This design comes from an exercise in tuning for small area, a short achievable clock period and few clock cycles per item on the open sky130 flow, not from production work.
Function was checked by simulation only, so behaviour that the tests miss may differ from the original.
Power and IR drop assume default switching activity.

Setup of cedar:
// fp_mult_stream
module fp_mult_stream #(
    parameter int WIDTH      = 32,
    parameter int INT_WIDTH  = 16,
    parameter int FRAC_WIDTH = 16,
    parameter int SIGNED     = 1,
    parameter int STAGES     = 3,
    parameter int ROUND      = 1
) (
    input  logic              clk,
    input  logic              reset,
    input  logic              in_valid,
    output logic              in_ready,
    input  logic [WIDTH-1:0]  left,
    input  logic [WIDTH-1:0]  right,
    output logic              out_valid,
    input  logic              out_ready,
    output logic [WIDTH-1:0]  out,
    output logic              ovf
);
    logic              en;
    logic [2:1]        valid_q;
    logic              res0_v_q, res1_v_q, rdy_q;
    logic              res1_v_d;
    logic [33:0]       res0_q, res1_q;      
    logic [33:0]       res_c;
    logic              push;
    logic [31:0]       a_q;
    logic [15:0]       one_q, two_q, neg_q;
    logic [15:0]       one_d, two_d, neg_d;
    logic [137:0]      cs_q;
    logic              sgn_q;
    logic              res0_nov_q, res0_nsg_q;
    assign en        = ~res1_v_q;
    assign in_ready  = rdy_q;               
    assign push      = en & valid_q[2];
    assign out_valid = res0_v_q;
    assign out[15:0]  = res0_q[32] ? {16{~res0_q[33]}} : res0_q[15:0];
    assign out[30:16] = res0_nov_q ? res0_q[30:16] : {15{res0_nsg_q}};
    assign out[31]    = res0_nov_q ? res0_q[31] : ~res0_nsg_q;
    assign ovf       = res0_q[32];
    assign res1_v_d = res1_v_q ? ~out_ready : (push & res0_v_q & ~out_ready);
    always_ff @(posedge clk) begin
        if (reset) begin
            valid_q  <= '0;
            res0_v_q <= 1'b0;
            res1_v_q <= 1'b0;
            rdy_q    <= 1'b1;
        end else begin
            if (en) begin
                valid_q <= {valid_q[1], in_valid};
            end
  ...
Size: roughly 3000 cells after synthesis, about 100 I/O pins.
Settings: LEC_CHECK=0, ABC_AREA=1, CAP_MARGIN=20, CORE_MARGIN=2, CORE_UTILIZATION=40, CTS_BUF_LIST=sky130_fd_sc_hd__clkbuf_16, CTS_CLUSTER_DIAMETER=100, CTS_CLUSTER_SIZE=20, SLEW_MARGIN=20, SYNTH_HIERARCHICAL=1; clock period 10.0 ns.
standard.sh (not shown) runs the stock make flow with config.mk's settings and CLKGATE_MAP_FILE= SYNTH_SCRIPT=/design/flow/synth_recipe.tcl, a recipe that flattens the netlist after the stock synthesis.
==> flow/flow/run.sh <==
#!/bin/bash
set -euo pipefail
bash standard.sh SETUP_SLACK_MARGIN=6.2 "BUFFER_PORTS_ARGS=-buffer_cell sky130_fd_sc_hd__buf_2" finish > standard_flow.log 2>&1
Testbench counts of cedar, summed over its fixed seeds: cycles 16,024, items 16,000.
Inputs modified between cedar and indigo:
# cedar
export LEC_CHECK = 0
export ABC_AREA = 1
export CAP_MARGIN = 20
export CORE_MARGIN = 2
export CORE_UTILIZATION = 40
export CTS_BUF_LIST = sky130_fd_sc_hd__clkbuf_16
export CTS_CLUSTER_DIAMETER = 100
export CTS_CLUSTER_SIZE = 20
export SLEW_MARGIN = 20
export SYNTH_HIERARCHICAL = 1
create_clock -name core_clock -period 10.0 [get_ports {clk}]
# indigo
export LEC_CHECK = 0
export ABC_AREA = 1
export CAP_MARGIN = 20
export CORE_MARGIN = 2
export CORE_UTILIZATION = 40
export CTS_BUF_LIST = sky130_fd_sc_hd__clkbuf_8
export SLEW_MARGIN = 20
export SYNTH_HIERARCHICAL = 1
create_clock -name core_clock -period 10.0 [get_ports {clk}]
## What came out
- Highest ir drop seen on vdd in indigo is 6.4% above cedar.
- indigo reports a higher number of gates resized after CTS than cedar does.
- met2 track demand over resource in global routing across indigo and cedar: no real change.
- In indigo, the share of layout cells above drive strength 1 came out 1.3 points above the value in cedar.
- [indigo] arrival time reported for the critical path endpoint rose 0.03 ns relative to cedar
- Hold slack: indigo vs cedar, no meaningful difference
- indigo: worst-case setup margin in the final layout 0.069 ns above cedar
- In the tables for indigo and cedar, total power reads lower with cedar.
- Diff cedar -> indigo: placer congestion estimate roughly the same, post-detailed-route wirelength per cell fell 0.39%, first-pass detailed-route iteration total held steady.

* * *

fp_mult_stream again, from the RTL that the note above started with.
clock: 10.0 ns
lec_check: 0
abc_area: 1
cap_margin: 20
core_margin: 2
core_utilization: 40
cts_buf_list: sky130_fd_sc_hd__clkbuf_8
slew_margin: 20
synth_hierarchical: 1
Scripts as last shown in full above: flow/flow/run.sh
The starting point passed the timing, design-rule and antenna checks.
Testbench counts at the start, summed over its fixed seeds: cycles 16,024, items 16,000.
Rerun with:
--- a/flow/config.mk
+++ b/flow/config.mk
@@ -12,0 +13 @@
+export GPL_ROUTABILITY_DRIVEN = 0
The new run produced a clean layout.
Sequential power barely changes.
Register-to-register slack hardly moves.
Power stays the same.
Setup slack stays the same.
Global-route usage stays the same.
Synthesized cell count is unchanged.
Die area is unchanged.
Sequential share of layout area stays the same.
Cell area does not change.
Non-clock buffer count is unchanged.
Rerun with:
--- a/flow/config.mk
+++ b/flow/config.mk
@@ -12,2 +12,3 @@
-export CTS_BUF_LIST = sky130_fd_sc_hd__clkbuf_8
-export GPL_ROUTABILITY_DRIVEN = 0
+export CTS_BUF_LIST = sky130_fd_sc_hd__clkbuf_16
+export CTS_CLUSTER_DIAMETER = 120
+export CTS_CLUSTER_SIZE = 30
Effect: Power decreases by 4.0%. Setup slack is better by 0.012 ns. Sequential share of layout area came out higher by 0.49 points. Critical path depth rises by 1. Area after synthesis stays the same.
Rerun with:
--- a/flow/config.mk
+++ b/flow/config.mk
@@ -13 +13 @@
-export CTS_CLUSTER_DIAMETER = 120
+export CTS_CLUSTER_DIAMETER = 100
Total power rises by 1.8%. Global-route usage rises by 0.14 points. Cell area rises by 0.80%. Clock power rises by 30%. Routed wire length rises by 0.81%. Worst setup slack loses 0.031 ns.

* * *

fp_mult_stream again, from the RTL that the note above started with.
clock: 10.0 ns
lec_check: 0
abc_area: 1
cap_margin: 20
core_margin: 2
core_utilization: 40
cts_buf_list: sky130_fd_sc_hd__clkbuf_16
cts_cluster_diameter: 80
cts_cluster_size: 30
slew_margin: 20
synth_hierarchical: 1
Scripts as last shown in full above: flow/flow/run.sh
The baseline finished clean.
Testbench counts at the start, summed over its fixed seeds: cycles 16,024, items 16,000.
Change:
Settings changed: CTS_CLUSTER_DIAMETER 80 to 110, CTS_CLUSTER_SIZE 30 to 25.
After rerunning:
- power goes down by 2.0%
- maximum frequency goes down by 1.3%
- die area is unchanged
- clock power goes down by 23%

==> re-timing with driven ports <==
Ports are ideal in the flow. The routed layouts listed here were re-timed in OpenROAD.
Step 1: set_driving_cell puts a clkbuf_16 on clk and a buf_2 on each other input, an assumption about the parent block.
Step 2 times the ports against the registers' clock, not the clock port: input delays grow and output delays shrink by t, the midpoint of the rising clock arrivals with the driver on.
a / b / c = ideal ports / drivers / drivers and shift; a / b = the first two.
run | t (ns) | setup slack, ns | hold WS [ns] | latest minus earliest clock arrival (ns) | pins driven straight from the clock port
cedar | 0.625 | 6.143 / 6.143 / 6.143 | 0.464 / 0.464 / 0.464 | 0.031 / 0.030 | 1
indigo | 0.711 | 6.213 / 6.213 / 6.213 | 0.462 / 0.462 / 0.462 | 0.028 / 0.028 | 1
the first run of note 2 | 0.711 | 6.213 / 6.213 / 6.213 | 0.462 / 0.462 / 0.462 | 0.028 / 0.028 | 1
the second run of note 2 | 0.711 | 6.213 / 6.213 / 6.213 | 0.462 / 0.462 / 0.462 | 0.028 / 0.028 | 1
the third run of note 2 | 0.604 | 6.225 / 6.225 / 6.225 | 0.480 / 0.480 / 0.480 | 0.032 / 0.032 | 1
the fourth run of note 2 | 0.636 | 6.194 / 6.194 / 6.194 | 0.470 / 0.470 / 0.470 | 0.049 / 0.050 | 1
the first run of note 3 | 0.640 | 6.167 / 6.167 / 6.167 | 0.462 / 0.462 / 0.462 | 0.039 / 0.040 | 1
the second run of note 3 | 0.620 | 6.119 / 6.119 / 6.119 | 0.474 / 0.474 / 0.474 | 0.039 / 0.038 | 1
After both steps setup and hold are still met in every run listed.
